This design comes from an exercise in tuning for small area and a short achievable clock period on the open sky130 flow, not from production work. Only simulation tests tie the RTL to the original design; equivalence was not proved.

**design/flow/design.v**
```verilog
package iir_filter_pkg;
	localparam int sample_w = 15;
	localparam int gain_w = 25;
	localparam int frac_bits = 6;
	localparam int wb_addr_w = 3;
	localparam int wb_data_w = 32;
	localparam logic [gain_w-1:0] rst_b0 = gain_w'(216);
	localparam logic [gain_w-1:0] rst_b1 = gain_w'(-221);
	localparam logic [gain_w-1:0] rst_b2 = gain_w'(-650);
	localparam logic [gain_w-1:0] rst_b3 = gain_w'(662);
	localparam logic [gain_w-1:0] rst_a1 = gain_w'(28);
	localparam logic [gain_w-1:0] rst_a2 = gain_w'(-316);
	localparam logic [gain_w-1:0] rst_a3 = gain_w'(-39);
endpackage
`timescale 1ns/1ps
module coefficient_regs (
	input  logic clk,
	input  logic rst,
	input  logic wb_cyc,
	input  logic wb_stb,
	input  logic wb_we,
	input  logic [2:0] wb_adr,
	input  logic [31:0] wb_dat_i,
	output logic [31:0] wb_dat_o,
	output logic wb_ack,
	output logic wr,
	output logic [24:0] g_b0, g_b1, g_b2, g_b3, g_a1, g_a2, g_a3
);
	logic ack_q;
	logic access;
	logic [24:0] rd_q;
	logic [24:0] rd_d;
	assign access = wb_cyc && wb_stb && !ack_q;
	assign wr = access && wb_we;
	always_ff @(posedge clk or posedge rst) begin
		if (rst) ack_q <= 1'b0;
		else ack_q <= access;
	end
	assign wb_ack = ack_q;
	always_ff @(posedge clk or posedge rst) begin
		if (rst) begin
			g_b0 <= iir_filter_pkg::rst_b0;
			g_b1 <= iir_filter_pkg::rst_b1;
			g_b2 <= iir_filter_pkg::rst_b2;
			g_b3 <= iir_filter_pkg::rst_b3;
			g_a1 <= iir_filter_pkg::rst_a1;
			g_a2 <= iir_filter_pkg::rst_a2;
			g_a3 <= iir_filter_pkg::rst_a3;
		end else if (wr) begin
			case (wb_adr)
				3'd0: g_b0 <= wb_dat_i[24:0];
				3'd1: g_b1 <= wb_dat_i[24:0];
				3'd2: g_b2 <= wb_dat_i[24:0];
				3'd3: g_b3 <= wb_dat_i[24:0];
				3'd4: g_a1 <= wb_dat_i[24:0];
				3'd5: g_a2 <= wb_dat_i[24:0];
				3'd6: g_a3 <= wb_dat_i[24:0];
				default: ;
			endcase
		end
	end
	always_comb begin
		case (wb_adr)
			3'd0: rd_d = g_b0;
			3'd1: rd_d = g_b1;
			3'd2: rd_d = g_b2;
			3'd3: rd_d = g_b3;
			3'd4: rd_d = g_a1;
			3'd5: rd_d = g_a2;
			3'd6: rd_d = g_a3;
			default: rd_d = '0;
		endcase
		if (wb_we && wb_adr != 3'd7) rd_d = wb_dat_i[24:0];
	end
	always_ff @(posedge clk) begin
		rd_q <= rd_d;
	end
	assign wb_dat_o = {{7{rd_q[24]}}, rd_q};
endmodule
`timescale 1ns/1ps
module state_chain (
	input  logic clk,
	input  logic rst,
	input  logic [14:0] data,
	input  logic data_en,
	input  logic [14:0] den_sum,
	output logic [14:0] w1,
	output logic [14:0] w2,
	output logic [14:0] w3
);
	always_ff @(posedge clk or posedge rst) begin
		if (rst) begin
			w1 <= '0;
			w2 <= '0;
			w3 <= '0;
		end else if (data_en) begin
			w1 <= data - den_sum;
			w2 <= w1;
			w3 <= w2;
		end
	end
endmodule
`timescale 1ns/1ps
module stage2_a (
	input  logic [14:0] hs,
	input  logic [14:0] hc,
	input  logic cy,
	input  logic [14:0] add0,
	output logic [14:0] y
);
	assign y = hs + hc + add0 + {14'd0, cy};
endmodule
module stage2_b (
	input  logic [14:0] hs,
	input  logic [14:0] hc,
	input  logic cy,
	input  logic [14:0] hs2,
	input  logic [14:0] hc2,
	input  logic cy2,
	input  logic [14:0] add0,
	output logic [14:0] y
);
	assign y = hs + hc + hs2 + hc2 + add0 + {14'd0, cy} + {14'd0, cy2};
endmodule
`timescale 1ns/1ps
module mul_cs (
	input  logic [14:0] w,
	input  logic [20:0] g,
	output logic [14:0] hs,
	output logic [14:0] hc,
	output logic cy
);
	logic [15:0] we;
	assign we = {w[14], w};
	logic [7:0] one, two, neg;
	assign one[0] = we[0] ^ 1'b0;
	assign two[0] = (we[1] & ~we[0] & ~1'b0) | (~we[1] & we[0] & 1'b0);
	assign neg[0] = we[1];
	wire p1;
	assign p1 = (one[0] & g[0]) ^ neg[0];
	wire p2;
	assign p2 = ((one[0] & g[1]) | (two[0] & g[0])) ^ neg[0];
	wire p3;
	assign p3 = ((one[0] & g[2]) | (two[0] & g[1])) ^ neg[0];
	wire p4;
	assign p4 = ((one[0] & g[3]) | (two[0] & g[2])) ^ neg[0];
	wire p5;
	assign p5 = ((one[0] & g[4]) | (two[0] & g[3])) ^ neg[0];
	wire p6;
	assign p6 = ((one[0] & g[5]) | (two[0] & g[4])) ^ neg[0];
	wire p7;
	assign p7 = ((one[0] & g[6]) | (two[0] & g[5])) ^ neg[0];
	wire p8;
	assign p8 = ((one[0] & g[7]) | (two[0] & g[6])) ^ neg[0];
	wire p9;
	assign p9 = ((one[0] & g[8]) | (two[0] & g[7])) ^ neg[0];
	wire p10;
	assign p10 = ((one[0] & g[9]) | (two[0] & g[8])) ^ neg[0];
	wire p11;
	assign p11 = ((one[0] & g[10]) | (two[0] & g[9])) ^ neg[0];
	wire p12;
	assign p12 = ((one[0] & g[11]) | (two[0] & g[10])) ^ neg[0];
	wire p13;
	assign p13 = ((one[0] & g[12]) | (two[0] & g[11])) ^ neg[0];
	wire p14;
	assign p14 = ((one[0] & g[13]) | (two[0] & g[12])) ^ neg[0];
	wire p15;
	assign p15 = ((one[0] & g[14]) | (two[0] & g[13])) ^ neg[0];
	wire p16;
	assign p16 = ((one[0] & g[15]) | (two[0] & g[14])) ^ neg[0];
	wire p17;
	assign p17 = ((one[0] & g[16]) | (two[0] & g[15])) ^ neg[0];
	wire p18;
	assign p18 = ((one[0] & g[17]) | (two[0] & g[16])) ^ neg[0];
	wire p19;
	assign p19 = ((one[0] & g[18]) | (two[0] & g[17])) ^ neg[0];
	wire p20;
	assign p20 = ((one[0] & g[19]) | (two[0] & g[18])) ^ neg[0];
	wire p21;
	assign p21 = ((one[0] & g[20]) | (two[0] & g[19])) ^ neg[0];
	assign one[1] = we[2] ^ we[1];
	assign two[1] = (we[3] & ~we[2] & ~we[1]) | (~we[3] & we[2] & we[1]);
	assign neg[1] = we[3];
	wire p22;
	assign p22 = (one[1] & g[0]) ^ neg[1];
	wire p23;
	assign p23 = ((one[1] & g[1]) | (two[1] & g[0])) ^ neg[1];
	wire p24;
	assign p24 = ((one[1] & g[2]) | (two[1] & g[1])) ^ neg[1];
	wire p25;
	assign p25 = ((one[1] & g[3]) | (two[1] & g[2])) ^ neg[1];
	wire p26;
	assign p26 = ((one[1] & g[4]) | (two[1] & g[3])) ^ neg[1];
	wire p27;
	assign p27 = ((one[1] & g[5]) | (two[1] & g[4])) ^ neg[1];
	wire p28;
	assign p28 = ((one[1] & g[6]) | (two[1] & g[5])) ^ neg[1];
	wire p29;
	assign p29 = ((one[1] & g[7]) | (two[1] & g[6])) ^ neg[1];
	wire p30;
	assign p30 = ((one[1] & g[8]) | (two[1] & g[7])) ^ neg[1];
	wire p31;
	assign p31 = ((one[1] & g[9]) | (two[1] & g[8])) ^ neg[1];
	wire p32;
	assign p32 = ((one[1] & g[10]) | (two[1] & g[9])) ^ neg[1];
	wire p33;
	assign p33 = ((one[1] & g[11]) | (two[1] & g[10])) ^ neg[1];
	wire p34;
	assign p34 = ((one[1] & g[12]) | (two[1] & g[11])) ^ neg[1];
	wire p35;
	assign p35 = ((one[1] & g[13]) | (two[1] & g[12])) ^ neg[1];
	wire p36;
	assign p36 = ((one[1] & g[14]) | (two[1] & g[13])) ^ neg[1];
	wire p37;
	assign p37 = ((one[1] & g[15]) | (two[1] & g[14])) ^ neg[1];
	wire p38;
	assign p38 = ((one[1] & g[16]) | (two[1] & g[15])) ^ neg[1];
	wire p39;
	assign p39 = ((one[1] & g[17]) | (two[1] & g[16])) ^ neg[1];
	wire p40;
	assign p40 = ((one[1] & g[18]) | (two[1] & g[17])) ^ neg[1];
	assign one[2] = we[4] ^ we[3];
	assign two[2] = (we[5] & ~we[4] & ~we[3]) | (~we[5] & we[4] & we[3]);
	assign neg[2] = we[5];
	wire p41;
	assign p41 = (one[2] & g[0]) ^ neg[2];
	wire p42;
	assign p42 = ((one[2] & g[1]) | (two[2] & g[0])) ^ neg[2];
	wire p43;
	assign p43 = ((one[2] & g[2]) | (two[2] & g[1])) ^ neg[2];
	wire p44;
	assign p44 = ((one[2] & g[3]) | (two[2] & g[2])) ^ neg[2];
	wire p45;
	assign p45 = ((one[2] & g[4]) | (two[2] & g[3])) ^ neg[2];
	wire p46;
	assign p46 = ((one[2] & g[5]) | (two[2] & g[4])) ^ neg[2];
	wire p47;
	assign p47 = ((one[2] & g[6]) | (two[2] & g[5])) ^ neg[2];
	wire p48;
	assign p48 = ((one[2] & g[7]) | (two[2] & g[6])) ^ neg[2];
	wire p49;
	assign p49 = ((one[2] & g[8]) | (two[2] & g[7])) ^ neg[2];
	wire p50;
	assign p50 = ((one[2] & g[9]) | (two[2] & g[8])) ^ neg[2];
	wire p51;
	assign p51 = ((one[2] & g[10]) | (two[2] & g[9])) ^ neg[2];
	wire p52;
	assign p52 = ((one[2] & g[11]) | (two[2] & g[10])) ^ neg[2];
	wire p53;
	assign p53 = ((one[2] & g[12]) | (two[2] & g[11])) ^ neg[2];
	wire p54;
	assign p54 = ((one[2] & g[13]) | (two[2] & g[12])) ^ neg[2];
	wire p55;
	assign p55 = ((one[2] & g[14]) | (two[2] & g[13])) ^ neg[2];
	wire p56;
	assign p56 = ((one[2] & g[15]) | (two[2] & g[14])) ^ neg[2];
	wire p57;
	assign p57 = ((one[2] & g[16]) | (two[2] & g[15])) ^ neg[2];
	assign one[3] = we[6] ^ we[5];
	assign two[3] = (we[7] & ~we[6] & ~we[5]) | (~we[7] & we[6] & we[5]);
	assign neg[3] = we[7];
	wire p58;
	assign p58 = (one[3] & g[0]) ^ neg[3];
	wire p59;
	assign p59 = ((one[3] & g[1]) | (two[3] & g[0])) ^ neg[3];
	wire p60;
	assign p60 = ((one[3] & g[2]) | (two[3] & g[1])) ^ neg[3];
	wire p61;
	assign p61 = ((one[3] & g[3]) | (two[3] & g[2])) ^ neg[3];
	wire p62;
	assign p62 = ((one[3] & g[4]) | (two[3] & g[3])) ^ neg[3];
	wire p63;
	assign p63 = ((one[3] & g[5]) | (two[3] & g[4])) ^ neg[3];
	wire p64;
	assign p64 = ((one[3] & g[6]) | (two[3] & g[5])) ^ neg[3];
	wire p65;
	assign p65 = ((one[3] & g[7]) | (two[3] & g[6])) ^ neg[3];
	wire p66;
	assign p66 = ((one[3] & g[8]) | (two[3] & g[7])) ^ neg[3];
	wire p67;
	assign p67 = ((one[3] & g[9]) | (two[3] & g[8])) ^ neg[3];
	wire p68;
	assign p68 = ((one[3] & g[10]) | (two[3] & g[9])) ^ neg[3];
	wire p69;
	assign p69 = ((one[3] & g[11]) | (two[3] & g[10])) ^ neg[3];
	wire p70;
	assign p70 = ((one[3] & g[12]) | (two[3] & g[11])) ^ neg[3];
	wire p71;
	assign p71 = ((one[3] & g[13]) | (two[3] & g[12])) ^ neg[3];
	wire p72;
	assign p72 = ((one[3] & g[14]) | (two[3] & g[13])) ^ neg[3];
	assign one[4] = we[8] ^ we[7];
	assign two[4] = (we[9] & ~we[8] & ~we[7]) | (~we[9] & we[8] & we[7]);
	assign neg[4] = we[9];
	wire p73;
	assign p73 = (one[4] & g[0]) ^ neg[4];
	wire p74;
	assign p74 = ((one[4] & g[1]) | (two[4] & g[0])) ^ neg[4];
	wire p75;
	assign p75 = ((one[4] & g[2]) | (two[4] & g[1])) ^ neg[4];
	wire p76;
	assign p76 = ((one[4] & g[3]) | (two[4] & g[2])) ^ neg[4];
	wire p77;
	assign p77 = ((one[4] & g[4]) | (two[4] & g[3])) ^ neg[4];
	wire p78;
	assign p78 = ((one[4] & g[5]) | (two[4] & g[4])) ^ neg[4];
	wire p79;
	assign p79 = ((one[4] & g[6]) | (two[4] & g[5])) ^ neg[4];
	wire p80;
	assign p80 = ((one[4] & g[7]) | (two[4] & g[6])) ^ neg[4];
	wire p81;
	assign p81 = ((one[4] & g[8]) | (two[4] & g[7])) ^ neg[4];
	wire p82;
	assign p82 = ((one[4] & g[9]) | (two[4] & g[8])) ^ neg[4];
	wire p83;
	assign p83 = ((one[4] & g[10]) | (two[4] & g[9])) ^ neg[4];
	wire p84;
	assign p84 = ((one[4] & g[11]) | (two[4] & g[10])) ^ neg[4];
	wire p85;
	assign p85 = ((one[4] & g[12]) | (two[4] & g[11])) ^ neg[4];
	assign one[5] = we[10] ^ we[9];
	assign two[5] = (we[11] & ~we[10] & ~we[9]) | (~we[11] & we[10] & we[9]);
	assign neg[5] = we[11];
	wire p86;
	assign p86 = (one[5] & g[0]) ^ neg[5];
	wire p87;
	assign p87 = ((one[5] & g[1]) | (two[5] & g[0])) ^ neg[5];
	wire p88;
	assign p88 = ((one[5] & g[2]) | (two[5] & g[1])) ^ neg[5];
	wire p89;
	assign p89 = ((one[5] & g[3]) | (two[5] & g[2])) ^ neg[5];
	wire p90;
	assign p90 = ((one[5] & g[4]) | (two[5] & g[3])) ^ neg[5];
	wire p91;
	assign p91 = ((one[5] & g[5]) | (two[5] & g[4])) ^ neg[5];
	wire p92;
	assign p92 = ((one[5] & g[6]) | (two[5] & g[5])) ^ neg[5];
	wire p93;
	assign p93 = ((one[5] & g[7]) | (two[5] & g[6])) ^ neg[5];
	wire p94;
	assign p94 = ((one[5] & g[8]) | (two[5] & g[7])) ^ neg[5];
	wire p95;
	assign p95 = ((one[5] & g[9]) | (two[5] & g[8])) ^ neg[5];
	wire p96;
	assign p96 = ((one[5] & g[10]) | (two[5] & g[9])) ^ neg[5];
	assign one[6] = we[12] ^ we[11];
	assign two[6] = (we[13] & ~we[12] & ~we[11]) | (~we[13] & we[12] & we[11]);
	assign neg[6] = we[13];
	wire p97;
	assign p97 = (one[6] & g[0]) ^ neg[6];
	wire p98;
	assign p98 = ((one[6] & g[1]) | (two[6] & g[0])) ^ neg[6];
	wire p99;
	assign p99 = ((one[6] & g[2]) | (two[6] & g[1])) ^ neg[6];
	wire p100;
	assign p100 = ((one[6] & g[3]) | (two[6] & g[2])) ^ neg[6];
	wire p101;
	assign p101 = ((one[6] & g[4]) | (two[6] & g[3])) ^ neg[6];
	wire p102;
	assign p102 = ((one[6] & g[5]) | (two[6] & g[4])) ^ neg[6];
	wire p103;
	assign p103 = ((one[6] & g[6]) | (two[6] & g[5])) ^ neg[6];
	wire p104;
	assign p104 = ((one[6] & g[7]) | (two[6] & g[6])) ^ neg[6];
	wire p105;
	assign p105 = ((one[6] & g[8]) | (two[6] & g[7])) ^ neg[6];
	assign one[7] = we[14] ^ we[13];
	assign two[7] = (we[15] & ~we[14] & ~we[13]) | (~we[15] & we[14] & we[13]);
	assign neg[7] = we[15];
	wire p106;
	assign p106 = (one[7] & g[0]) ^ neg[7];
	wire p107;
	assign p107 = ((one[7] & g[1]) | (two[7] & g[0])) ^ neg[7];
	wire p108;
	assign p108 = ((one[7] & g[2]) | (two[7] & g[1])) ^ neg[7];
	wire p109;
	assign p109 = ((one[7] & g[3]) | (two[7] & g[2])) ^ neg[7];
	wire p110;
	assign p110 = ((one[7] & g[4]) | (two[7] & g[3])) ^ neg[7];
	wire p111;
	assign p111 = ((one[7] & g[5]) | (two[7] & g[4])) ^ neg[7];
	wire p112;
	assign p112 = ((one[7] & g[6]) | (two[7] & g[5])) ^ neg[7];
	wire s113;
	wire c114;
	assign s113 = neg[5] ^ p11;
	assign c114 = neg[5] & p11;
	wire s115;
	wire c116;
	assign s115 = p12 ^ p31;
	assign c116 = p12 & p31;
	wire s117;
	wire c118;
	assign s117 = neg[6] ^ p13 ^ p32;
	assign c118 = (neg[6] & p13) | (p32 & (neg[6] ^ p13));
	wire s119;
	wire c120;
	assign s119 = p49 ^ p64;
	assign c120 = p49 & p64;
	wire s121;
	wire c122;
	assign s121 = p14 ^ p33 ^ p50;
	assign c122 = (p14 & p33) | (p50 & (p14 ^ p33));
	wire s123;
	wire c124;
	assign s123 = p65 ^ p78;
	assign c124 = p65 & p78;
	wire s125;
	wire c126;
	assign s125 = neg[7] ^ p106 ^ p15;
	assign c126 = (neg[7] & p106) | (p15 & (neg[7] ^ p106));
	wire s127;
	wire c128;
	assign s127 = p34 ^ p51 ^ p66;
	assign c128 = (p34 & p51) | (p66 & (p34 ^ p51));
	wire s129;
	wire c130;
	assign s129 = p79 ^ p90;
	assign c130 = p79 & p90;
	wire s131;
	wire c132;
	assign s131 = p100 ^ p107 ^ p16;
	assign c132 = (p100 & p107) | (p16 & (p100 ^ p107));
	wire s133;
	wire c134;
	assign s133 = p35 ^ p52 ^ p67;
	assign c134 = (p35 & p52) | (p67 & (p35 ^ p52));
	wire s135;
	wire c136;
	assign s135 = p80 ^ p91;
	assign c136 = p80 & p91;
	wire s137;
	wire c138;
	assign s137 = p101 ^ p108 ^ p17;
	assign c138 = (p101 & p108) | (p17 & (p101 ^ p108));
	wire s139;
	wire c140;
	assign s139 = p36 ^ p53 ^ p68;
	assign c140 = (p36 & p53) | (p68 & (p36 ^ p53));
	wire s141;
	wire c142;
	assign s141 = p81 ^ p92;
	assign c142 = p81 & p92;
	wire s143;
	wire c144;
	assign s143 = p102 ^ p109 ^ p18;
	assign c144 = (p102 & p109) | (p18 & (p102 ^ p109));
	wire s145;
	wire c146;
	assign s145 = p37 ^ p54 ^ p69;
	assign c146 = (p37 & p54) | (p69 & (p37 ^ p54));
	wire s147;
	wire c148;
	assign s147 = p82 ^ p93;
	assign c148 = p82 & p93;
	wire s149;
	wire c150;
	assign s149 = p103 ^ p110 ^ p19;
	assign c150 = (p103 & p110) | (p19 & (p103 ^ p110));
	wire s151;
	wire c152;
	assign s151 = p38 ^ p55 ^ p70;
	assign c152 = (p38 & p55) | (p70 & (p38 ^ p55));
	wire s153;
	wire c154;
	assign s153 = p83 ^ p94;
	assign c154 = p83 & p94;
	wire s155;
	wire c156;
	assign s155 = p104 ^ p111 ^ p20;
	assign c156 = (p104 & p111) | (p20 & (p104 ^ p111));
	wire s157;
	wire c158;
	assign s157 = p39 ^ p56 ^ p71;
	assign c158 = (p39 & p56) | (p71 & (p39 ^ p56));
	wire s159;
	wire c160;
	assign s159 = p84 ^ p95;
	assign c160 = p84 & p95;
	wire s161;
	wire c162;
	assign s161 = p105 ^ p112 ^ p21;
	assign c162 = (p105 & p112) | (p21 & (p105 ^ p112));
	wire s163;
	wire c164;
	assign s163 = p40 ^ p57 ^ p72;
	assign c164 = (p40 & p57) | (p72 & (p40 ^ p57));
	wire s165;
	wire c166;
	assign s165 = p85 ^ p96;
	assign c166 = p85 & p96;
	wire s167;
	wire c168;
	assign s167 = neg[3] ^ p26;
	assign c168 = neg[3] & p26;
	wire s169;
	wire c170;
	assign s169 = p27 ^ p44;
	assign c170 = p27 & p44;
	wire s171;
	wire c172;
	assign s171 = neg[4] ^ p28 ^ p45;
	assign c172 = (neg[4] & p28) | (p45 & (neg[4] ^ p28));
	wire s173;
	wire c174;
	assign s173 = p60 ^ p73;
	assign c174 = p60 & p73;
	wire s175;
	wire c176;
	assign s175 = p10 ^ p29 ^ p46;
	assign c176 = (p10 & p29) | (p46 & (p10 ^ p29));
	wire s177;
	wire c178;
	assign s177 = p61 ^ p74;
	assign c178 = p61 & p74;
	wire s179;
	wire c180;
	assign s179 = p30 ^ p47 ^ p62;
	assign c180 = (p30 & p47) | (p62 & (p30 ^ p47));
	wire s181;
	wire c182;
	assign s181 = p75 ^ p86 ^ s113;
	assign c182 = (p75 & p86) | (s113 & (p75 ^ p86));
	wire s183;
	wire c184;
	assign s183 = p48 ^ p63 ^ p76;
	assign c184 = (p48 & p63) | (p76 & (p48 ^ p63));
	wire s185;
	wire c186;
	assign s185 = p87 ^ c114 ^ s115;
	assign c186 = (p87 & c114) | (s115 & (p87 ^ c114));
	wire s187;
	wire c188;
	assign s187 = p77 ^ p88 ^ p97;
	assign c188 = (p77 & p88) | (p97 & (p77 ^ p88));
	wire s189;
	wire c190;
	assign s189 = c116 ^ s117 ^ s119;
	assign c190 = (c116 & s117) | (s119 & (c116 ^ s117));
	wire s191;
	wire c192;
	assign s191 = p89 ^ p98 ^ c118;
	assign c192 = (p89 & p98) | (c118 & (p89 ^ p98));
	wire s193;
	wire c194;
	assign s193 = c120 ^ s121 ^ s123;
	assign c194 = (c120 & s121) | (s123 & (c120 ^ s121));
	wire s195;
	wire c196;
	assign s195 = p99 ^ c122 ^ c124;
	assign c196 = (p99 & c122) | (c124 & (p99 ^ c122));
	wire s197;
	wire c198;
	assign s197 = s125 ^ s127 ^ s129;
	assign c198 = (s125 & s127) | (s129 & (s125 ^ s127));
	wire s199;
	wire c200;
	assign s199 = c126 ^ c128 ^ c130;
	assign c200 = (c126 & c128) | (c130 & (c126 ^ c128));
	wire s201;
	wire c202;
	assign s201 = s131 ^ s133 ^ s135;
	assign c202 = (s131 & s133) | (s135 & (s131 ^ s133));
	wire s203;
	wire c204;
	assign s203 = c132 ^ c134 ^ c136;
	assign c204 = (c132 & c134) | (c136 & (c132 ^ c134));
	wire s205;
	wire c206;
	assign s205 = s137 ^ s139 ^ s141;
	assign c206 = (s137 & s139) | (s141 & (s137 ^ s139));
	wire s207;
	wire c208;
	assign s207 = c138 ^ c140 ^ c142;
	assign c208 = (c138 & c140) | (c142 & (c138 ^ c140));
	wire s209;
	wire c210;
	assign s209 = s143 ^ s145 ^ s147;
	assign c210 = (s143 & s145) | (s147 & (s143 ^ s145));
	wire s211;
	wire c212;
	assign s211 = c144 ^ c146 ^ c148;
	assign c212 = (c144 & c146) | (c148 & (c144 ^ c146));
	wire s213;
	wire c214;
	assign s213 = s149 ^ s151 ^ s153;
	assign c214 = (s149 & s151) | (s153 & (s149 ^ s151));
	wire s215;
	wire c216;
	assign s215 = c150 ^ c152 ^ c154;
	assign c216 = (c150 & c152) | (c154 & (c150 ^ c152));
	wire s217;
	wire c218;
	assign s217 = s155 ^ s157 ^ s159;
	assign c218 = (s155 & s157) | (s159 & (s155 ^ s157));
	wire s219;
	wire c220;
	assign s219 = c156 ^ c158 ^ c160;
	assign c220 = (c156 & c158) | (c160 & (c156 ^ c158));
	wire s221;
	wire c222;
	assign s221 = s161 ^ s163 ^ s165;
	assign c222 = (s161 & s163) | (s165 & (s161 ^ s163));
	wire s223;
	wire c224;
	assign s223 = neg[2] ^ p24;
	assign c224 = neg[2] & p24;
	wire s225;
	wire c226;
	assign s225 = p25 ^ p42;
	assign c226 = p25 & p42;
	wire s227;
	wire c228;
	assign s227 = p43 ^ p58 ^ p7;
	assign c228 = (p43 & p58) | (p7 & (p43 ^ p58));
	wire s229;
	wire c230;
	assign s229 = p59 ^ p8 ^ c168;
	assign c230 = (p59 & p8) | (c168 & (p59 ^ p8));
	wire s231;
	wire c232;
	assign s231 = p9 ^ c170 ^ s171;
	assign c232 = (p9 & c170) | (s171 & (p9 ^ c170));
	wire s233;
	wire c234;
	assign s233 = c172 ^ c174 ^ s175;
	assign c234 = (c172 & c174) | (s175 & (c172 ^ c174));
	wire s235;
	wire c236;
	assign s235 = c176 ^ c178 ^ s179;
	assign c236 = (c176 & c178) | (s179 & (c176 ^ c178));
	wire s237;
	wire c238;
	assign s237 = c180 ^ s183 ^ c182;
	assign c238 = (c180 & s183) | (c182 & (c180 ^ s183));
	wire s239;
	wire c240;
	assign s239 = c184 ^ s187 ^ c186;
	assign c240 = (c184 & s187) | (c186 & (c184 ^ s187));
	wire s241;
	wire c242;
	assign s241 = c188 ^ c190 ^ s191;
	assign c242 = (c188 & c190) | (s191 & (c188 ^ c190));
	wire s243;
	wire c244;
	assign s243 = c192 ^ c194 ^ s195;
	assign c244 = (c192 & c194) | (s195 & (c192 ^ c194));
	wire s245;
	wire c246;
	assign s245 = c196 ^ c198 ^ s199;
	assign c246 = (c196 & c198) | (s199 & (c196 ^ c198));
	wire s247;
	wire c248;
	assign s247 = c200 ^ c202 ^ s203;
	assign c248 = (c200 & c202) | (s203 & (c200 ^ c202));
	wire s249;
	wire c250;
	assign s249 = c204 ^ c206 ^ s207;
	assign c250 = (c204 & c206) | (s207 & (c204 ^ c206));
	wire s251;
	wire c252;
	assign s251 = c208 ^ c210 ^ s211;
	assign c252 = (c208 & c210) | (s211 & (c208 ^ c210));
	wire s253;
	wire c254;
	assign s253 = c212 ^ c214 ^ s215;
	assign c254 = (c212 & c214) | (s215 & (c212 ^ c214));
	wire s255;
	wire c256;
	assign s255 = c216 ^ c218 ^ s219;
	assign c256 = (c216 & c218) | (s219 & (c216 ^ c218));
	wire s257;
	wire c258;
	assign s257 = neg[1] ^ p22;
	assign c258 = neg[1] & p22;
	wire s259;
	wire c260;
	assign s259 = p23 ^ p4;
	assign c260 = p23 & p4;
	wire s261;
	wire c262;
	assign s261 = p41 ^ p5 ^ s223;
	assign c262 = (p41 & p5) | (s223 & (p41 ^ p5));
	wire s263;
	wire c264;
	assign s263 = p6 ^ c224 ^ s225;
	assign c264 = (p6 & c224) | (s225 & (p6 ^ c224));
	wire s265;
	wire c266;
	assign s265 = c226 ^ s167 ^ s227;
	assign c266 = (c226 & s167) | (s227 & (c226 ^ s167));
	wire s267;
	wire c268;
	assign s267 = c228 ^ s169 ^ s229;
	assign c268 = (c228 & s169) | (s229 & (c228 ^ s169));
	wire s269;
	wire c270;
	assign s269 = s173 ^ c230 ^ s231;
	assign c270 = (s173 & c230) | (s231 & (s173 ^ c230));
	wire s271;
	wire c272;
	assign s271 = s177 ^ c232 ^ s233;
	assign c272 = (s177 & c232) | (s233 & (s177 ^ c232));
	wire s273;
	wire c274;
	assign s273 = c234 ^ s181 ^ s235;
	assign c274 = (c234 & s181) | (s235 & (c234 ^ s181));
	wire s275;
	wire c276;
	assign s275 = c236 ^ s185 ^ s237;
	assign c276 = (c236 & s185) | (s237 & (c236 ^ s185));
	wire s277;
	wire c278;
	assign s277 = s189 ^ c238 ^ s239;
	assign c278 = (s189 & c238) | (s239 & (s189 ^ c238));
	wire s279;
	wire c280;
	assign s279 = s193 ^ c240 ^ s241;
	assign c280 = (s193 & c240) | (s241 & (s193 ^ c240));
	wire s281;
	wire c282;
	assign s281 = s197 ^ c242 ^ s243;
	assign c282 = (s197 & c242) | (s243 & (s197 ^ c242));
	wire s283;
	wire c284;
	assign s283 = s201 ^ c244 ^ s245;
	assign c284 = (s201 & c244) | (s245 & (s201 ^ c244));
	wire s285;
	wire c286;
	assign s285 = s205 ^ c246 ^ s247;
	assign c286 = (s205 & c246) | (s247 & (s205 ^ c246));
	wire s287;
	wire c288;
	assign s287 = s209 ^ c248 ^ s249;
	assign c288 = (s209 & c248) | (s249 & (s209 ^ c248));
	wire s289;
	wire c290;
	assign s289 = s213 ^ c250 ^ s251;
	assign c290 = (s213 & c250) | (s251 & (s213 ^ c250));
	wire s291;
	wire c292;
	assign s291 = s217 ^ c252 ^ s253;
	assign c292 = (s217 & c252) | (s253 & (s217 ^ c252));
	wire s293;
	wire c294;
	assign s293 = s221 ^ c254 ^ s255;
	assign c294 = (s221 & c254) | (s255 & (s221 ^ c254));
	logic [20:0] r0, r1;
	assign r0 = {s293, s291, s289, s287, s285, s283, s281, s279, s277, s275, s273, s271, s269, s267, s265, s263, s261, s259, s257, p2, neg[0]};
	assign r1 = {c292, c290, c288, c286, c284, c282, c280, c278, c276, c274, c272, c270, c268, c266, c264, c262, c260, c258, p3, 1'b0, p1};
	logic [6:0] lo;
	assign lo = {1'b0, r0[5:0]} + {1'b0, r1[5:0]};
	assign cy = lo[6];
	assign hs = r0[20:6];
	assign hc = r1[20:6];
endmodule
`timescale 1ns/1ps
module iir_filter (
	input  logic clk,
	input  logic rst,
	input  logic signed [14:0] data,
	input  logic data_en,
	input  logic wb_cyc,
	input  logic wb_stb,
	input  logic wb_we,
	input  logic [2:0] wb_adr,
	input  logic [31:0] wb_dat_i,
	output logic [31:0] wb_dat_o,
	output logic wb_ack,
	output logic signed [14:0] data_out,
	output logic data_out_en
);
	logic wr;
	logic [24:0] g_b0, g_b1, g_b2, g_b3, g_a1, g_a2, g_a3;
	logic [14:0] w1, w2, w3;
	logic [14:0] den, num;
	logic [14:0] ra, rb;
	logic [14:0] ya, yb;
	logic [4:0] s;
	logic samp;
	logic oen_q;
	coefficient_regs i_coefficient_regs (
		.clk      (clk),
		.rst      (rst),
		.wb_cyc   (wb_cyc),
		.wb_stb   (wb_stb),
		.wb_we    (wb_we),
		.wb_adr   (wb_adr),
		.wb_dat_i (wb_dat_i),
		.wb_dat_o (wb_dat_o),
		.wb_ack   (wb_ack),
		.wr       (wr),
		.g_b0     (g_b0),
		.g_b1     (g_b1),
		.g_b2     (g_b2),
		.g_b3     (g_b3),
		.g_a1     (g_a1),
		.g_a2     (g_a2),
		.g_a3     (g_a3)
	);
	state_chain i_state_chain (
		.clk     (clk),
		.rst     (rst),
		.data    (data),
		.data_en (data_en),
		.den_sum (den),
		.w1      (w1),
		.w2      (w2),
		.w3      (w3)
	);
	logic start;
	assign start = data_en || wr;
	always_ff @(posedge clk or posedge rst) begin
		if (rst) begin
			s <= '0;
			samp <= 1'b0;
			oen_q <= 1'b0;
		end else begin
			s[0] <= start;
			s[1] <= s[0] && !start;
			s[2] <= s[1] && !start;
			s[3] <= s[2] && !start;
			s[4] <= s[3];
			if (start) samp <= data_en;
			oen_q <= s[1] && samp;
		end
	end
	logic [20:0] ga;
	always_comb begin
		if (s[0]) ga = g_b0[20:0];
		else if (s[1]) ga = g_a1[20:0];
		else ga = g_b1[20:0];
	end
	logic [14:0] ha_s, ha_c;
	logic ha_y;
	mul_cs i_mul_a (
		.w  (w1),
		.g  (ga),
		.hs (ha_s),
		.hc (ha_c),
		.cy (ha_y)
	);
	logic odd;
	logic [20:0] gb;
	logic [14:0] wb;
	assign odd = s[1] || s[3];
	always_comb begin
		if (s[0]) gb = g_a2[20:0];
		else if (s[1]) gb = g_a3[20:0];
		else if (s[2]) gb = g_b2[20:0];
		else gb = g_b3[20:0];
	end
	assign wb = odd ? w3 : w2;
	logic [14:0] hb_s, hb_c;
	logic hb_y;
	mul_cs i_mul_b (
		.w  (wb),
		.g  (gb),
		.hs (hb_s),
		.hc (hb_c),
		.cy (hb_y)
	);
	logic [14:0] pa_s, pa_c, pb_s, pb_c;
	logic pa_y, pb_y;
	always_ff @(posedge clk) begin
		pa_s <= ha_s;
		pa_c <= ha_c;
		pa_y <= ha_y;
		pb_s <= hb_s;
		pb_c <= hb_c;
		pb_y <= hb_y;
	end
	stage2_a i_stage2_a (
		.hs   (pa_s),
		.hc   (pa_c),
		.cy   (pa_y),
		.add0 (num),
		.y    (ya)
	);
	logic use_a, use_r;
	assign use_a = s[2] || s[3];
	assign use_r = s[2] || s[4];
	stage2_b i_stage2_b (
		.hs   (pb_s),
		.hc   (pb_c),
		.cy   (pb_y),
		.hs2  (use_a ? pa_s : 15'd0),
		.hc2  (use_a ? pa_c : 15'd0),
		.cy2  (use_a && pa_y),
		.add0 (use_r ? rb : 15'd0),
		.y    (yb)
	);
	always_ff @(posedge clk or posedge rst) begin
		if (rst) begin
			ra <= '0;
			den <= '0;
			num <= '0;
		end else begin
			ra <= ya;
			if (s[2]) den <= yb;
			if (s[4]) num <= yb;
		end
	end
	always_ff @(posedge clk) begin
		rb <= yb;
	end
	assign data_out = ra;
	assign data_out_en = oen_q;
endmodule
```
**design/flow/run.sh**
```bash
#!/bin/bash
# synth_recipe.tcl (not shown) runs the flow's synth.tcl, then flattens the netlist and writes it again
# the make line also repeats each setting of config.mk as NAME=value (left out here)
make -C /OpenROAD-flow-scripts/flow DESIGN_CONFIG=/design/flow/config.mk WORK_HOME=/design/flow/orfs CLKGATE_MAP_FILE= SYNTH_SCRIPT=/design/flow/synth_recipe.tcl finish
```
**design/flow/config.mk**
```make
export PLATFORM = sky130hd
export DESIGN_NAME = iir_filter
export DESIGN_NICKNAME = iir_filter
export VERILOG_FILES = /design/flow/design.v
export SDC_FILE = /design/flow/constraint.sdc
export NUM_CORES = 4
export LEC_CHECK = 0
export CAP_MARGIN = 20
export CORE_MARGIN = 2
export CORE_UTILIZATION = 50
export SLEW_MARGIN = 20
```
**design/flow/constraint.sdc**
```tcl
create_clock -name core_clock -period 8.0 [get_ports {clk}]
set_input_delay 1.6000 -clock core_clock [delete_from_list [all_inputs] [get_ports {clk}]]
set_output_delay 1.6000 -clock core_clock [all_outputs]
set_load 0.01 [all_outputs]
```
==> tab_implementation.tex, run 1 <==
\begin{tabular}{lr}
\hline
Metric & Value \\
\hline
\multicolumn{2}{l}{\textbf{Synthesis}} \\
\quad Post-synthesis sequential area ratio & 0.292 \\
\quad Cell count after synthesis & around 3,500 \\
\quad Count of flip-flops with a built-in enable after synthesis & 0 \\
\quad Yosys reg bits & 375 \\
\quad Number of warnings printed during yosys synthesis & 3 \\
\quad Avg Synthesized Cell Area & 8.89 sq um \\
\quad Top flip-flop cell by instance count after synthesis & dfrtp\_1 \\
\quad Share of async-settable or async-resettable flops after synthesis & 0.728 \\
\quad Synth Net Count & 3,799 \\
\quad Count of cell types in the netlist & 72 \\
\quad Post-Synthesis Cell Area & 30,800 sq um \\
\multicolumn{2}{l}{\textbf{Timing}} \\
\quad Unrepaired setup endpoints after global routing & no \\
\quad Worst Max-Slew Pin Slew & 1.07 ns \\
\quad Final Worst Setup Slack & roughly 1.7 ns \\
\quad Final Max Slew Viols & 0 \\
\quad Worst hold-check slack & 0.488 ns \\
\quad Share of the cycle needed by the critical path after routing & 0.784 \\
\quad Worst-case clock skew & 0.0363 ns \\
\quad Fmax achieved & 159 MHz \\
\quad Final Hold Vio Count & 0 \\
\quad Final critical delay including setup and external delays & 6.27 ns \\
\quad Setup TNS after final layout & 0 ns \\
\quad Number of endpoints failing setup at the final stage & 0 \\
\quad Slew margin rel. & 0.290 \\
\multicolumn{2}{l}{\textbf{Critical path}} \\
\quad Most common cell type on the critical path & inv\_1 \\
\quad Kind of critical path & flip-flop to flip-flop \\
\quad Category of the worst setup path capture point & flip-flop \\
\quad Highest fanout seen on the critical path & 38 \\
\quad Launching element type of the critical path & flip-flop \\
\quad Signal arrival time at the worst endpoint & between 6 and 7 ns \\
\quad Maximum cell stage delay along the critical path & 0.92 ns \\
\quad WP data required & 8.50 ns \\
\quad Cell Chain, Critical Path & inv\_1, nand2\_1, nand2\_1, fa\_1, inv\_1, fa\_1, inv\_1, fa\_1, inv\_1, ha\_1, inv\_1, fa\_1, nor2b\_1, o21ai\_0, a21boi\_0, o21ai\_0, a21boi\_0, o21ai\_0, a2111oi\_0, a211oi\_1, o21ai\_0 \\
\quad Worst path bufs/invs & 5 \\
\quad CP delay by family, top & adder cells \\
\quad Worst path slowest cell & dfrtp\_2 \\
\multicolumn{2}{l}{\textbf{Clock network}} \\
\quad Post-CTS setup buffers & 0 \\
\quad Worst-path clk slew & 0.06 ns \\
\quad Total of cells resized after clock tree synthesis & 0 \\
\quad Clock latency reported for the late side of the worst-skew pair & 0.61 ns \\
\quad Sink count of the clock tree & 375 \\
\quad Clock buffers created by TritonCTS & 44 \\
\quad Root Driver & clkbuf\_16 \\
\quad Number of H-tree levels & 2 \\
\quad TritonCTS clock tree & yes \\
\quad Buffer levels on the longest clock path & 3 \\
\quad Hold buffer count at CTS & 0 \\
\multicolumn{2}{l}{\textbf{Final layout}} \\
\quad Synthesis-to-layout area growth & 9.91\% \\
\quad Multi-input logic area & roughly 20,000 sq um \\
\quad Fillers & 5,451 \\
\quad Final cell count without fillers & about 4,200 \\
\quad Register area & between 9000 and 10,000 sq um \\
\quad Diode count & 0 \\
\quad Most common library cell in the layout ignoring fill and taps & nand2\_1 \\
\quad Ratio of cells with drive above 1 in the final layout & 0.165 \\
\quad Final net count & 3,721 \\
\quad Commonest cells after routing, fill and taps aside & nand2\_1 (343), o21ai\_0 (299), a21oi\_1 (277), inv\_1 (267), mux2\_2 (245) \\
\multicolumn{2}{l}{\textbf{Place}} \\
\quad Cell count after placement & 4,132 \\
\quad Routability-driven placement congestion ratio & 0.902 \\
\quad Number of buffers added on ports & 97 \\
\quad Detail Placement HPWL & 65,400 microns \\
\quad Post-Place Worst Slack & about 1.8 ns \\
\multicolumn{2}{l}{\textbf{Floorplan}} \\
\quad Die Area & 63,600 sq um \\
\quad Overall die width & 252 microns \\
\quad Number of placement rows & 91 \\
\quad Area of the core & 61,400 sq um \\
\quad Height of the die & 252 microns \\
\quad Initial cell density of the core & 0.502 \\
\quad Number of ports placed on the die boundary & 105 \\
\multicolumn{2}{l}{\textbf{Drt}} \\
\quad Final ANT Viol Nets & 0 \\
\quad Detailed-route DRC error count & 0 \\
\quad Routed wire length & 94,300 microns \\
\quad Initial DRC Count & 2,510 \\
\quad Router iterations before antenna repair & 9 \\
\quad Number of vias in the routed layout & 25,700 \\
\quad Via count normalized by instance count & around 6.1 \\
\quad Routed wire length per instance & 22.4 microns \\
\multicolumn{2}{l}{\textbf{Min path}} \\
\quad Path class of the lowest-slack min-delay path & flip-flop to flip-flop \\
\multicolumn{2}{l}{\textbf{Global routing}} \\
\quad Vias in the first global route & 24,800 \\
\quad Met2 Track Usage GR & 0.477 \\
\quad Met3 GRT Util & 0.0455 \\
\quad Pin count of the biggest net entering global routing & $\sim$150 \\
\quad First-pass GRT wire length & about 150,000 microns \\
\quad Antenna violations before repair & 1 \\
\quad Remaining global-route overflow & 0 \\
\quad Gr usage total & 0.294 \\
\quad Routing layer with the top usage in global route & met2 \\
\quad Global routing met1 resource utilization & 0.404 \\
\multicolumn{2}{l}{\textbf{Run status}} \\
\quad Run status & finished clean \\
\multicolumn{2}{l}{\textbf{Run}} \\
\quad Max Cap Viol & 0 \\
\hline
\end{tabular}
[per-stage QoR]
stage / cell area [sq um] / util
after floorplan: 30800 / -
after global placement: 32200 / 0.525
after detailed placement: 32200 / 0.525
after CTS: 33800 / 0.551
after global routing: 33900 / 0.552
final: 33900 / 0.552
[worst paths after layout]
| check | startpoint | to | slack (ns) | cells past startpoint |
|---|---|---|---|---|
| min in group asynchronous | rst | i_coefficient_regs.g_b3[22]$_DFFE_PP0P_ | 1.33 | 2 |
| worst max-delay path | s[2]$_DFF_PP0_ | num[11]$_DFFE_PP0P_ | 1.73 | 21 |
| worst min-delay path | samp$_DFFE_PP0P_ | samp$_DFFE_PP0P_ | 0.49 | 1 |
| worst min register to register | samp$_DFFE_PP0P_ | samp$_DFFE_PP0P_ | 0.49 | 1 |
| worst max register to register | s[2]$_DFF_PP0_ | num[11]$_DFFE_PP0P_ | 1.73 | 21 |
| max in group asynchronous | rst | i_state_chain.w1[1]$_DFFE_PP0P_ | 5.35 | 3 |
[layout make-up]
cell class / count / share of cell area
repair buffers: 172 / 0.0460
well taps: 790 / 0.0292
flip-flops and latches: 375 / 0.266
inverters: 275 / 0.0307
multi-input cells: 2522 / 0.581
clock buffers: 62 / 0.0375
clock inverters: 20 / 0.00957
[cell families (layout without fill, tap and decap cells)]
group,Yosys count,after routing,synth area share
buffers and inverters,571,529,0.0734
muxes,352,352,0.132
adders and majority gates,315,315,0.171
AOI/OAI and AO/OA,987,987,0.194
and+or+nand+nor,754,754,0.105
DFF,375,375,0.292
xor gates and xnor gates,114,114,0.0324
[state kept, by name (all words and copies together), names as in the netlist, 25 cells and up]
signal and flops:
i_coefficient_regs.g_a1 25, i_coefficient_regs.g_a2 25, i_coefficient_regs.g_a3 25, i_coefficient_regs.g_b0 25
i_coefficient_regs.g_b1 25, i_coefficient_regs.g_b2 25, i_coefficient_regs.g_b3 25, i_coefficient_regs.rd_q 25
[Yosys cell counts, types with 5 or more instances]
| library cell | count | share of area |
|---|---|---|
| a211oi_1 | 18 | 0.0044 |
| a21boi_0 | 8 | 0.0019 |
| a21o_1 | 8 | 0.0019 |
| a21oi_1 | 278 | 0.045 |
| a221oi_1 | 21 | 0.0060 |
| a22o_1 | 13 | 0.0037 |
| a22oi_1 | 35 | 0.0085 |
| a31oi_1 | 33 | 0.0067 |
| and2_1 | 22 | 0.0045 |
| buf_1 | 44 | 0.0054 |
| buf_2 | 32 | 0.0052 |
| buf_4 | 12 | 0.0029 |
| clkbuf_1 | 205 | 0.025 |
| dfrtp_1 | 179 | 0.15 |
| dfstp_2 | 94 | 0.080 |
| dfxtp_1 | 102 | 0.066 |
| fa_1 | 191 | 0.12 |
| ha_1 | 84 | 0.034 |
| inv_1 | 268 | 0.033 |
| maj3_1 | 40 | 0.013 |
| mux2_2 | 245 | 0.090 |
| mux2i_1 | 87 | 0.028 |
| mux4_2 | 16 | 0.012 |
| nand2_1 | 343 | 0.042 |
| nand2b_1 | 22 | 0.0045 |
| nand3_1 | 51 | 0.0083 |
| nand3b_1 | 5 | 0.0012 |
| nor2_1 | 227 | 0.028 |
| nor2b_1 | 41 | 0.0083 |
| nor3_1 | 16 | 0.0026 |
| nor3b_1 | 7 | 0.0017 |
| o211ai_1 | 34 | 0.0083 |
| o21a_1 | 20 | 0.0049 |
| o21ai_0 | 305 | 0.050 |
| o21ai_1 | 9 | 0.0015 |
| o221ai_1 | 58 | 0.016 |
| o22ai_1 | 85 | 0.017 |
| o311ai_0 | 9 | 0.0026 |
| o31a_1 | 10 | 0.0028 |
| o31ai_1 | 14 | 0.0034 |
| o31ai_2 | 5 | 0.0020 |
| or2_2 | 6 | 0.0012 |
| or3_1 | 7 | 0.0014 |
| xnor2_1 | 97 | 0.028 |
| xor2_1 | 17 | 0.0048 |
[worst reg2reg max path: stages, from the launching register on]
cell and delay (ns):
dfrtp_2 0.92, inv_1 0.31, nand2_1 0.58, nand2_1 0.15
fa_1 0.50, inv_1 0.05, fa_1 0.47, inv_1 0.05
fa_1 0.44, inv_1 0.07, ha_1 0.17, inv_1 0.07
fa_1 0.46, nor2b_1 0.12, o21ai_0 0.10, a21boi_0 0.26
o21ai_0 0.13, a21boi_0 0.25, o21ai_0 0.23, a2111oi_0 0.51
a211oi_1 0.17, o21ai_0 0.17
[metal layers]
layer	routed length, microns	up-vias	part of all wire
li1	-	11900	-
met5	10	-	0.00011
met4	2740	2	0.029
met1	40700	12600	0.43
met2	44100	1014	0.47
met3	6730	168	0.071
==> inputs of run 2 (changes only) <==
--- a/design/flow/config.mk
+++ b/design/flow/config.mk
@@ -9,3 +9,4 @@
 export CORE_MARGIN = 2
 export CORE_UTILIZATION = 50
+export SETUP_SLACK_MARGIN = 4.5
 export SLEW_MARGIN = 20
==> tab_implementation.tex, run 2 <==
\begin{tabular}{lr}
\hline
Metric & Value \\
\hline
\multicolumn{2}{l}{\textbf{Critical path}} \\
\quad Launching element type of the critical path & flip-flop (unchanged) \\
\quad Highest fanout seen on the critical path & 5 (was 38) \\
\quad Kind of critical path & flip-flop to flip-flop (unchanged) \\
\quad WP data required & 8.48 ns (was 8.50 ns) \\
\quad Signal arrival time at the worst endpoint & 5.11 ns (was 6.78 ns) \\
\quad Category of the worst setup path capture point & flip-flop (unchanged) \\
\multicolumn{2}{l}{\textbf{Global routing}} \\
\quad Vias in the first global route & 26,400 (was 24,800) \\
\quad Gr usage total & 0.321 (was 0.294) \\
\quad Pin count of the biggest net entering global routing & 96 (was 154) \\
\quad First-pass GRT wire length & 157,000 microns (was 145,000 microns) \\
\quad Remaining global-route overflow & 0 (unchanged) \\
\quad Antenna violations before repair & 4 (was 1) \\
\multicolumn{2}{l}{\textbf{Timing}} \\
\quad Slew margin rel. & 0.260 (was 0.290) \\
\quad Worst Max-Slew Pin Slew & 1.11 ns (was 1.07 ns) \\
\quad Final Max Slew Viols & 0 (unchanged) \\
\quad Number of endpoints failing setup at the final stage & 0 (unchanged) \\
\quad Worst-case clock skew & 0.0475 ns (was 0.0363 ns) \\
\quad Fmax achieved & 216 MHz (was 159 MHz) \\
\quad Share of the cycle needed by the critical path after routing & 0.579 (was 0.784) \\
\quad Final Worst Setup Slack & 3.36 ns (was 1.73 ns) \\
\quad Unrepaired setup endpoints after global routing & yes (was no) \\
\quad Setup TNS after final layout & 0 ns (unchanged) \\
\quad Final critical delay including setup and external delays & 4.64 ns (was 6.27 ns) \\
\quad Final Hold Vio Count & 0 (unchanged) \\
\multicolumn{2}{l}{\textbf{Final layout}} \\
\quad Fillers & 5,005 (was 5,451) \\
\quad Ratio of cells with drive above 1 in the final layout & 0.329 (was 0.165) \\
\quad Final net count & 3,936 (was 3,721) \\
\quad Most common library cell in the layout ignoring fill and taps & nand2\_1 (unchanged) \\
\quad Register area & 9020 sq um (was 9010 sq um) \\
\quad Synthesis-to-layout area growth & 25.4\% (was 9.91\%) \\
\quad Multi-input logic area & 21,900 sq um (was 19,700 sq um) \\
\quad Commonest cells after routing, fill and taps aside & nand2\_1 (318), a21oi\_1 (238), mux2\_2 (230), o21ai\_0 (211), inv\_1 (210) (was nand2\_1 (343), o21ai\_0 (299), a21oi\_1 (277), inv\_1 (267), mux2\_2 (245)) \\
\multicolumn{2}{l}{\textbf{Synthesis}} \\
\quad Yosys reg bits & 375 (unchanged) \\
\quad Top post-synthesis cells by area & dfrtp\_1 (15\%), fa\_1 (12\%), mux2\_2 (9.0\%) (unchanged) \\
\quad Post-synthesis sequential area ratio & 0.292 (unchanged) \\
\quad Synth Net Count & 3,799 (unchanged) \\
\quad Largest area contributor in the netlist & dfrtp\_1 (unchanged) \\
\quad Fraction of synthesized cell area taken by the top area cell type & 0.145 (unchanged) \\
\quad Cell count after synthesis & 3,468 (unchanged) \\
\quad Avg Synthesized Cell Area & 8.89 sq um (unchanged) \\
\quad Post-Synthesis Cell Area & 30,800 sq um (unchanged) \\
\quad Top flip-flop cell by instance count after synthesis & dfrtp\_1 (unchanged) \\
\quad Count of flip-flops with a built-in enable after synthesis & 0 (unchanged) \\
\quad Post-synth top cells & nand2\_1 (343), o21ai\_0 (305), a21oi\_1 (278), inv\_1 (268), mux2\_2 (245) (unchanged) \\
\quad Count of cell types in the netlist & 72 (unchanged) \\
\quad Most frequent cell after synthesis & nand2\_1 (unchanged) \\
\quad Share of async-settable or async-resettable flops after synthesis & 0.728 (unchanged) \\
\quad Number of warnings printed during yosys synthesis & 3 (unchanged) \\
\multicolumn{2}{l}{\textbf{Floorplan}} \\
\quad Height of the die & 252 microns (unchanged) \\
\quad Number of ports placed on the die boundary & 105 (unchanged) \\
\quad Die Area & 63,600 sq um (unchanged) \\
\quad Overall die width & 252 microns (unchanged) \\
\quad Number of placement rows & 91 (unchanged) \\
\quad Area of the core & 61,400 sq um (unchanged) \\
\quad Initial cell density of the core & 0.502 (unchanged) \\
\multicolumn{2}{l}{\textbf{Drt}} \\
\quad Routed wire length & 105,000 microns (was 94,300 microns) \\
\quad Via count normalized by instance count & 6.17 (was 6.10) \\
\quad Final ANT Viol Nets & 0 (unchanged) \\
\quad Initial DRC Count & 2,646 (was 2,510) \\
\quad Router iterations before antenna repair & 6 (was 9) \\
\quad Routed wire length per instance & 23.8 microns (was 22.4 microns) \\
\quad Detailed-route DRC error count & 0 (unchanged) \\
\quad Number of vias in the routed layout & 27,400 (was 25,700) \\
\multicolumn{2}{l}{\textbf{Clock network}} \\
\quad TritonCTS clock tree & yes (unchanged) \\
\quad Number of H-tree levels & 2 (unchanged) \\
\quad Sink count of the clock tree & 375 (unchanged) \\
\quad Clock buffers created by TritonCTS & 45 (was 44) \\
\quad Buffer levels on the longest clock path & 3 (unchanged) \\
\quad Worst-path clk slew & 0.06 ns (about the same) \\
\quad Root Driver & clkbuf\_16 (unchanged) \\
\quad Clock latency reported for the late side of the worst-skew pair & 0.61 ns (about the same) \\
\multicolumn{2}{l}{\textbf{Run status}} \\
\quad Run status & finished clean (unchanged) \\
\multicolumn{2}{l}{\textbf{Place}} \\
\quad Post-Place Worst Slack & 2.37 ns (was 1.75 ns) \\
\quad Detail Placement HPWL & 67,600 microns (was 65,400 microns) \\
\quad Number of buffers added on ports & 97 (unchanged) \\
\quad Routability-driven placement congestion ratio & 0.892 (was 0.902) \\
\multicolumn{2}{l}{\textbf{Min path}} \\
\quad Path class of the lowest-slack min-delay path & flip-flop to flip-flop (unchanged) \\
\multicolumn{2}{l}{\textbf{Run}} \\
\quad Max Cap Viol & 0 (unchanged) \\
\hline
\end{tabular}
==> run 2: changes by cell type in the layout (fill, tap and decap cells not counted), moves of 39 or more <==
cell and change:
buf_4 +96, o21ai_0 -88, fa_1 -82, fa_2 +82, buf_6 +60, inv_1 -57, inv_2 +48, o21ai_1 +48
a21oi_1 -39
==> run 2: per-stage QoR <==
stage | util | cells | cell area [sq um] | hold slack, ns
finish | 0.630 | 4436 | 38600 | 0.462
global route | 0.630 | 4434 | 38600 | 0.485
CTS | 0.601 | 4338 | 36900 | 0.462
detailed placement | 0.536 | 4135 | 32900 | 0.442
global placement | 0.536 | 4135 | 32900 | 0.443
floorplan | - | 3468 | 31900 | 0.441
==> run 2: cells by family after synthesis <==
logic type,after synthesis,share of synthesized area
buffers and inverters,571,0.0734
adder cells (fa/ha/maj),315,0.171
multiplexers,352,0.132
XOR/XNOR,114,0.0324
AO/OA/AOI/OAI,987,0.194
AND/OR/NAND/NOR,754,0.105
flip-flops,375,0.292
==> run 2: final timing paths <==
kind                                                           end                                from  slack [ns]  depth (start not counted)
hold reg to reg                 i_coefficient_regs.ack_q$_DFF_PP0_  i_coefficient_regs.ack_q$_DFF_PP0_        0.46                          1
setup reg to reg                                num[9]$_DFFE_PP0P_                      s[2]$_DFF_PP0_        3.36                         22
max in group asynchronous                           s[4]$_DFF_PP0_                                 rst        5.04                          3
setup / recovery                                num[9]$_DFFE_PP0P_                      s[2]$_DFF_PP0_        3.36                         22
min in group asynchronous  i_coefficient_regs.g_b3[23]$_DFFE_PP0P_                                 rst        1.46                          2
hold / removal                  i_coefficient_regs.ack_q$_DFF_PP0_  i_coefficient_regs.ack_q$_DFF_PP0_        0.46                          1
==> run 2: metal layers <==
layer	global-route usage	vias up	part of all wire	wire (microns)
li1	-	12400	-	-
met1	0.428	13500	0.41	42900
met2	0.522	1264	0.47	49900
met3	0.0478	278	0.075	7920
met4	0.135	0	0.044	4600
met5	0	-	0	0
==> run 2: cell type report <==
type	count	area share
sequential	375	0.233
tap	790	0.0256
inverter	275	0.0285
multi-input combinational	2528	0.567
clock buffer	66	0.0349
clock inverter	18	0.00729
timing repair inverter	1	0.000130
antenna	4	0.000259
timing repair buffer	379	0.103
==> run 2: timing repair <==
action	4_1_cts	5_1_grt
pin swaps	87	138
gates cloned	15	6
buffers inserted	104	87
gates resized for setup	308	241
hold buffers	0	0
endpoints found under the setup margin	219	161
==> run 2: worst max-delay path, stage by stage (launching register included) <==
cell	delay [ns]
dfrtp_4	0.54
buf_12	0.16
inv_12	0.07
nand2_8	0.06
and2_4	0.14
fa_2	0.53
inv_2	0.04
fa_2	0.34
fa_1	0.47
inv_2	0.08
ha_4	0.14
inv_2	0.04
fa_2	0.37
nor2b_2	0.13
o21ai_2	0.07
a21boi_2	0.17
o21ai_2	0.09
a21boi_2	0.22
o21ai_4	0.10
nor2b_4	0.15
xnor2_2	0.14
buf_4	0.16
mux2_4	0.25

static timing again, ports no longer ideal:
How much do the figures lean on ideal ports? The routed layouts below were timed once more, with nothing changed but the port constraints.
Step 1 assumes that a clkbuf_16 drives the clock port and a buf_2 every other input.
Step 2 also shifts input and output timing later by t, the mid clock arrival at the registers, as if the neighbouring blocks saw the same clock.
Three values: no drivers, after step 1, after step 2; two values: the first two.
run	shift t [ns]	setup WS [ns]	worst hold slack (ns)	clock arrival spread, ns	cell pins on the clock port's net
run 1	0.656	1.728 / 1.728 / 1.728	0.488 / 0.488 / 0.488	0.041 / 0.040	1
run 2	0.651	3.365 / 3.365 / 3.365	0.462 / 0.462 / 0.462	0.049 / 0.049	1
After both steps setup and hold are still met in every run listed.
